Background: an optimization exercise with open tools, aiming at small area and a short achievable clock period. Do not read the settings as production practice. The RTL was checked by simulation tests, not by an equivalence proof against the original design. Power is estimated from default activity; no workload was simulated.

==> inputs of run a <==
// zic_mmr_ctrl
module zic_mmr_ctrl #(
	parameter int                 NUM_IRQ  = 48,
	parameter zic_pkg::zic_addr_t MMR_BASE = 16'h1000
)
(
	input  logic                zic_clk,
	input  logic                zic_rst,
	input  logic                wdt_reset_i,
	input  zic_pkg::zic_addr_t  zic_mmr_write_addr_i,
	input  zic_pkg::zic_data_t  zic_mmr_write_data_i,
	input  logic                zic_mmr_write_en_i,
	input  zic_pkg::zic_addr_t  zic_mmr_read_addr_i,
	input  logic                zic_mmr_read_en_i,
	input  logic [NUM_IRQ-1:0]  zic_int_pending_i,
	input  logic                zic_int_pending_valid_i,
	input  logic [NUM_IRQ-1:0]  zic_int_enable_i,
	input  logic                zic_int_enable_valid_i,
	output logic [NUM_IRQ-1:0]  zic_int_en_o,
	output zic_pkg::zic_data_t  zic_mmr_read_data_o,
	output logic                zic_mmr_read_valid_o
);
clock: 4.0 ns
lec_check: 0
cap_margin: 20
core_margin: 2
core_utilization: 60
place_density: 0.75
setup_slack_margin: 2.2
slew_margin: 20
synth_hierarchical: 1
tns_end_percent: 0
standard.sh (not shown) runs the stock make flow with config.mk's settings and CLKGATE_MAP_FILE= SYNTH_SCRIPT=/design/flow/synth_recipe.tcl, a recipe that flattens the netlist after the stock synthesis.
==> flow/flow/run.sh <==
#!/bin/bash
# Standard ORFS layout (the standard.sh) with:
#  - small plain buffers on the ports instead of the delay cell that
#    buffer_ports picks by default;
#  - clock tree built from clkbuf_16 sink clusters, without dummy loads;
#  - combinational cells reset to drive strength 1 after floorplan
#    (downsize.tcl), so that timing repair sizes up only what it needs.
set -e
export BUFFER_PORTS_ARGS="-buffer_cell sky130_fd_sc_hd__buf_1"
export CTS_ARGS="-sink_clustering_enable -repair_clock_nets -dont_use_dummy_load -buf_list sky130_fd_sc_hd__clkbuf_16 -sink_clustering_size 25 -sink_clustering_max_diameter 80"
export POST_FLOORPLAN_TCL="$PWD/flow/downsize.tcl"
bash standard.sh > standard.log 2>&1
==> flow/flow/downsize.tcl <==
# Start every combinational cell from synthesis at its smallest drive
# strength; the timing repair later in the flow sizes up what paths need.
# Registers, tie cells and tap cells are left as they are.
set n 0
foreach inst [[ord::get_db_block] getInsts] {
  set m [[$inst getMaster] getName]
  if {![regexp {^sky130_fd_sc_hd__(\w+?)_(\d+)$} $m -> fn sz]} { continue }
  if {[regexp {^(df|sdf|edf|sedf|dl|conb|tap|fill|decap|clk)} $fn]} { continue }
  if {$sz eq "0" || $sz eq "1"} { continue }
  set target sky130_fd_sc_hd__${fn}_1
  if {[llength [get_lib_cells -quiet $target]] == 0} { continue }
  replace_cell [$inst getName] $target
  incr n
}
puts "downsize: $n cells set to drive strength 1"
==> run b (differences from run a) <==
--- a/flow/design.v
+++ b/flow/design.v
@@ -77,22 +77,14 @@
 	input  logic a_i,
 	input  logic b_i,
 	input  logic c_i,
 	output logic src_o
 );
 	assign src_o = a_i && b_i && c_i;
 endmodule
-module zic_mmr_dec_src_n (
-	input  logic a_i,
-	input  logic b_i,
-	input  logic c_i,
-	output logic src_n_o
-);
-	assign src_n_o = !(a_i && b_i && c_i);
-endmodule
 module zic_mmr_dec_blk (
 	input  logic [7:0] hi_i,    
 	input  logic       en_i,
 	output logic       blk_o
 );
 	logic u, v, w, p, q;
 	zic_mmr_dec_nor2 u_u (.a_i (hi_i[7]), .b_i (hi_i[6]), .y_o (u));
@@ -121,14 +113,51 @@
 	input  logic b_i,
 	input  logic c_i,
 	input  logic d_i,
 	output logic y_o
 );
 	assign y_o = a_i && b_i && c_i && d_i;
 endmodule
+module zic_mmr_dec_nand3 (
+	input  logic a_i,
+	input  logic b_i,
+	input  logic c_i,
+	output logic y_o
+);
+	assign y_o = !(a_i && b_i && c_i);
+endmodule
+module zic_mmr_dec_andn (
+	input  logic a_i,
+	input  logic b_n_i,
+	output logic y_o
+);
+	assign y_o = a_i && !b_n_i;
+endmodule
+module zic_mmr_dec_type (
+	input  logic blk_i,
+	input  logic grp_i,
+	input  logic sel_ctl_i,
+	input  logic sel_ip_i,
+	input  logic sel_ie_i,
+	input  logic wdt_n_i,
+	input  logic dw_i,           
+	output logic ctl_wr_ld_o,    
+	output logic ctl_wr_n_o,     
+	output logic ip_set_o,       
+	output logic ip_wr_n_o,      
+	output logic ie_set_o,       
+	output logic ie_wr_n_o       
+);
+	zic_mmr_dec_and4  u_ctl_ld (.a_i (blk_i), .b_i (grp_i), .c_i (sel_ctl_i), .d_i (wdt_n_i), .y_o (ctl_wr_ld_o));
+	zic_mmr_dec_nand3 u_ctl_wr (.a_i (blk_i), .b_i (grp_i), .c_i (sel_ctl_i), .y_o (ctl_wr_n_o));
+	zic_mmr_dec_and4  u_ip_set (.a_i (blk_i), .b_i (grp_i), .c_i (sel_ip_i), .d_i (dw_i), .y_o (ip_set_o));
+	zic_mmr_dec_nand3 u_ip_wr  (.a_i (blk_i), .b_i (grp_i), .c_i (sel_ip_i), .y_o (ip_wr_n_o));
+	zic_mmr_dec_and4  u_ie_set (.a_i (blk_i), .b_i (grp_i), .c_i (sel_ie_i), .d_i (dw_i), .y_o (ie_set_o));
+	zic_mmr_dec_nand3 u_ie_wr  (.a_i (blk_i), .b_i (grp_i), .c_i (sel_ie_i), .y_o (ie_wr_n_o));
+endmodule
 `timescale 1ns/100ps
 module zic_pend_en_bank (
 	input  logic zic_clk,
 	input  logic zic_rst,
 	input  logic set_n_i,
 	input  logic keep_n_i,
 	input  logic vld_i,
@@ -279,60 +308,76 @@
 		assign rg2[i] = (ra[5:4] == i);
 		if (i < 3)
 		begin : g_top
 			assign wg3[i] = (wa[7:6] == i);
 			assign rg3[i] = (ra[7:6] == i);
 		end
 	end
-	logic wdt, wdt_n;
-	logic ctl_wr, ctl_wr_ld, ctl_wr_n, ip_wr_n, ip_set, ie_wr_n, ie_set;
-	assign wdt      = wdt_reset_i;
-	assign wdt_n    = !wdt_reset_i;
-	assign ctl_wr   = wr_blk && (wa[1:0] == zic_pkg::ZIC_SEL_CTL);
-	assign ctl_wr_ld = ctl_wr && !wdt_reset_i;
-	assign ctl_wr_n = !ctl_wr;
-	assign ip_wr_n  = !(wr_blk && wa[1:0] == zic_pkg::ZIC_SEL_IP);
-	assign ip_set   = !ip_wr_n && zic_mmr_write_data_i[0] && !wdt_reset_i;
-	assign ie_wr_n  = !(wr_blk && wa[1:0] == zic_pkg::ZIC_SEL_IE);
-	assign ie_set   = !ie_wr_n && zic_mmr_write_data_i[0] && !wdt_reset_i;
+	logic [15:0] wsrc, wsrc_n;
+	for (genvar j = 0; j < 16; j++)
+	begin : g_wsrc
+		zic_mmr_dec_and2 u_wsrc (
+			.a_i (wg1[j % 4]),
+			.b_i (wg2[j / 4]),
+			.y_o (wsrc[j])
+		);
+		zic_mmr_dec_nand2 u_wsrc_n (
+			.a_i (wg1[j % 4]),
+			.b_i (wg2[j / 4]),
+			.y_o (wsrc_n[j])
+		);
+	end
+	logic wdt_n;
+	assign wdt_n = !wdt_reset_i;
+	logic sel_ctl, sel_ip, sel_ie, dw;
+	zic_mmr_dec_and2 u_sel_ctl (.a_i (wa[1]), .b_i (wa[0]), .y_o (sel_ctl));
+	zic_mmr_dec_nor2 u_sel_ip  (.a_i (wa[1]), .b_i (wa[0]), .y_o (sel_ip));
+	zic_mmr_dec_andn u_sel_ie  (.a_i (wa[0]), .b_n_i (wa[1]), .y_o (sel_ie));
+	zic_mmr_dec_andn u_dw      (.a_i (zic_mmr_write_data_i[0]), .b_n_i (wdt_reset_i), .y_o (dw));
+	logic [2:0] ctl_wr_ld, ctl_wr_n, ip_wr_n, ip_set, ie_wr_n, ie_set;
+	for (genvar k = 0; k < 3; k++)
+	begin : g_type
+		zic_mmr_dec_type u_type (
+			.blk_i       (wr_blk),
+			.grp_i       (wg3[k]),
+			.sel_ctl_i   (sel_ctl),
+			.sel_ip_i    (sel_ip),
+			.sel_ie_i    (sel_ie),
+			.wdt_n_i     (wdt_n),
+			.dw_i        (dw),
+			.ctl_wr_ld_o (ctl_wr_ld[k]),
+			.ctl_wr_n_o  (ctl_wr_n[k]),
+			.ip_set_o    (ip_set[k]),
+			.ip_wr_n_o   (ip_wr_n[k]),
+			.ie_set_o    (ie_set[k]),
+			.ie_wr_n_o   (ie_wr_n[k])
+		);
+	end
 	logic [NUM_IRQ-1:0]    ip_q, ie_q, rd_src;
 	logic [NUM_IRQ*BW-1:0] ctl_q;
 	for (genvar s = 0; s < NUM_IRQ; s++)
 	begin : g_src
 		localparam logic [BW-1:0] RST_VAL = zic_pkg::zic_ctl_reset_value(s);
-		logic src, src_n;
 		logic ctl_ld, ctl_hold, ip_set_n, ip_keep_n, ie_set_n, ie_keep_n;
-		zic_mmr_dec_src u_wsrc (
-			.a_i   (wg1[s % 4]),
-			.b_i   (wg2[(s / 4) % 4]),
-			.c_i   (wg3[s / 16]),
-			.src_o (src)
-		);
-		zic_mmr_dec_src_n u_wsrc_n (
-			.a_i     (wg1[s % 4]),
-			.b_i     (wg2[(s / 4) % 4]),
-			.c_i     (wg3[s / 16]),
-			.src_n_o (src_n)
-		);
 		zic_mmr_dec_src u_rsrc (
 			.a_i   (rg1[s % 4]),
 			.b_i   (rg2[(s / 4) % 4]),
 			.c_i   (rg3[s / 16]),
 			.src_o (rd_src[s])
 		);
 		zic_mmr_decode u_dec (
-			.src_i       (src),
-			.src_n_i     (src_n),
+			.src_i       (wsrc[s % 16]),
+			.src_n_i     (wsrc_n[s % 16]),
 			.wdt_n_i     (wdt_n),
-			.ctl_ld_i    (ctl_wr_ld),
-			.ctl_wr_n_i  (ctl_wr_n),
-			.ip_set_i    (ip_set),
-			.ip_wr_n_i   (ip_wr_n),
-			.ie_set_i    (ie_set),
-			.ie_wr_n_i   (ie_wr_n),
+			.ctl_ld_i    (ctl_wr_ld[s / 16]),
+			.ctl_wr_n_i  (ctl_wr_n[s / 16]),
+			.ip_set_i    (ip_set[s / 16]),
+			.ip_wr_n_i   (ip_wr_n[s / 16]),
+			.ie_set_i    (ie_set[s / 16]),
+			.ie_wr_n_i   (ie_wr_n[s / 16]),
 			.ctl_ld_o    (ctl_ld),
 			.ctl_hold_o  (ctl_hold),
 			.ip_set_n_o  (ip_set_n),
 			.ip_keep_n_o (ip_keep_n),
 			.ie_set_n_o  (ie_set_n),
 			.ie_keep_n_o (ie_keep_n)
 		);
==> flow/flow/run.sh (replaced) <==
#!/bin/bash
# Standard ORFS layout (the standard.sh) with:
#  - small plain buffers on the ports instead of the delay cell that
#    buffer_ports picks by default;
#  - clock tree built from clkbuf_16 sink clusters, without dummy loads;
#  - combinational cells reset to drive strength 1 after floorplan
#    (downsize.tcl), so that timing repair sizes up only what it needs;
#  - one more worst-path setup repair after global routing (post_grt.tcl).
set -e
export BUFFER_PORTS_ARGS="-buffer_cell sky130_fd_sc_hd__buf_2"
export CTS_ARGS="-sink_clustering_enable -repair_clock_nets -dont_use_dummy_load -buf_list sky130_fd_sc_hd__clkbuf_16 -sink_clustering_size 25 -sink_clustering_max_diameter 80"
export POST_FLOORPLAN_TCL="$PWD/flow/downsize.tcl"
export POST_GLOBAL_ROUTE_TCL="$PWD/flow/post_grt.tcl"
bash standard.sh > standard.log 2>&1
==> flow/flow/post_grt.tcl (new file) <==
# After global routing: one more setup repair, on the worst path only,
# with global-route parasitics, then re-legalise and re-route the nets
# it touched (as global_route.tcl does after its own repairs).
estimate_parasitics -global_routing
repair_timing -setup -setup_margin 3.0 -repair_tns 0 -max_passes 50 -verbose
global_route -start_incremental
detailed_placement
global_route -end_incremental
estimate_parasitics -global_routing
- GPL_TIMING_DRIVEN: default -> 1
- SETUP_SLACK_MARGIN: 2.2 -> 2.6
==> comparison table <==
| metric | run a | run b |
|---|---|---|
| Run status | finished clean | finished clean |
| Number of cells on the critical path | 8 | 7 |
| Crit path from | zic_mmr_read_addr_i[2] | zic_mmr_read_addr_i[6] |
| Worst VDD drop | 0.410 mV | 0.336 mV |
| Number of setup buffers added after CTS | 16 | 23 |
| Final core area utilization | 0.666 | 0.667 |
| Power per cell area | 330 nW/um^2 | 338 nW/um^2 |
| Count of vias placed by the detailed router | 19444 | 19551 |
| Worst path max stage delay | 0.32 ns | 0.38 ns |
| Synth Instances | 1908 | 1858 |
| Relative contribution of combinational cells to total power | 0.092 | 0.094 |
| Cell with the largest stage delay on the worst path | and3_2 | a22oi_1 |
| Upper clock frequency limit | 490 MHz | 493 MHz |
| Num CTS Buffers | 25 | 27 |
| Count of non-CTS buffers in the layout | 278 | 281 |
| Buffers plus inverters on the worst setup path | 2 | 1 |
| Floorplan Core Area | 38800 sq um | 38600 sq um |
| Clock network power | 2.66 mW | 2.79 mW |
| Count of cell types in the netlist | 25 | 23 |
| Post-layout minimum cycle time | 2.04 ns | 2.03 ns |
| Wire length of the first global-routing pass | 115000 um | 123000 um |

re-timing with driven ports:
How much do the figures lean on ideal ports? The routed layouts below were timed once more, with nothing changed but the port constraints. Step 1 sets driving cells, clkbuf_16 on the clock port and buf_2 on the other inputs (assumed; they add their load-dependent delay and slew). Step 2 adds t to the input delays and takes it off the output delays; t is the mean of the earliest and latest rising clock arrival at the registers after step 1. Input paths then give back, and output paths get back, about the clock's delay inside the block. a / b / c = no drivers / after step 1 / after step 2; a / b = the first two.
run	shift t [ns]	setup WS [ns]	cell pins on the clock port's net
run a	0.619	1.959 / 1.969 / 1.350	1
run b	0.636	1.970 / 1.975 / 1.353	1
After both steps every run listed still meets setup and hold. For run b, which loses most, drivers alone change the setup slack by +0.005 ns; drivers and shift together by -0.617 ns.
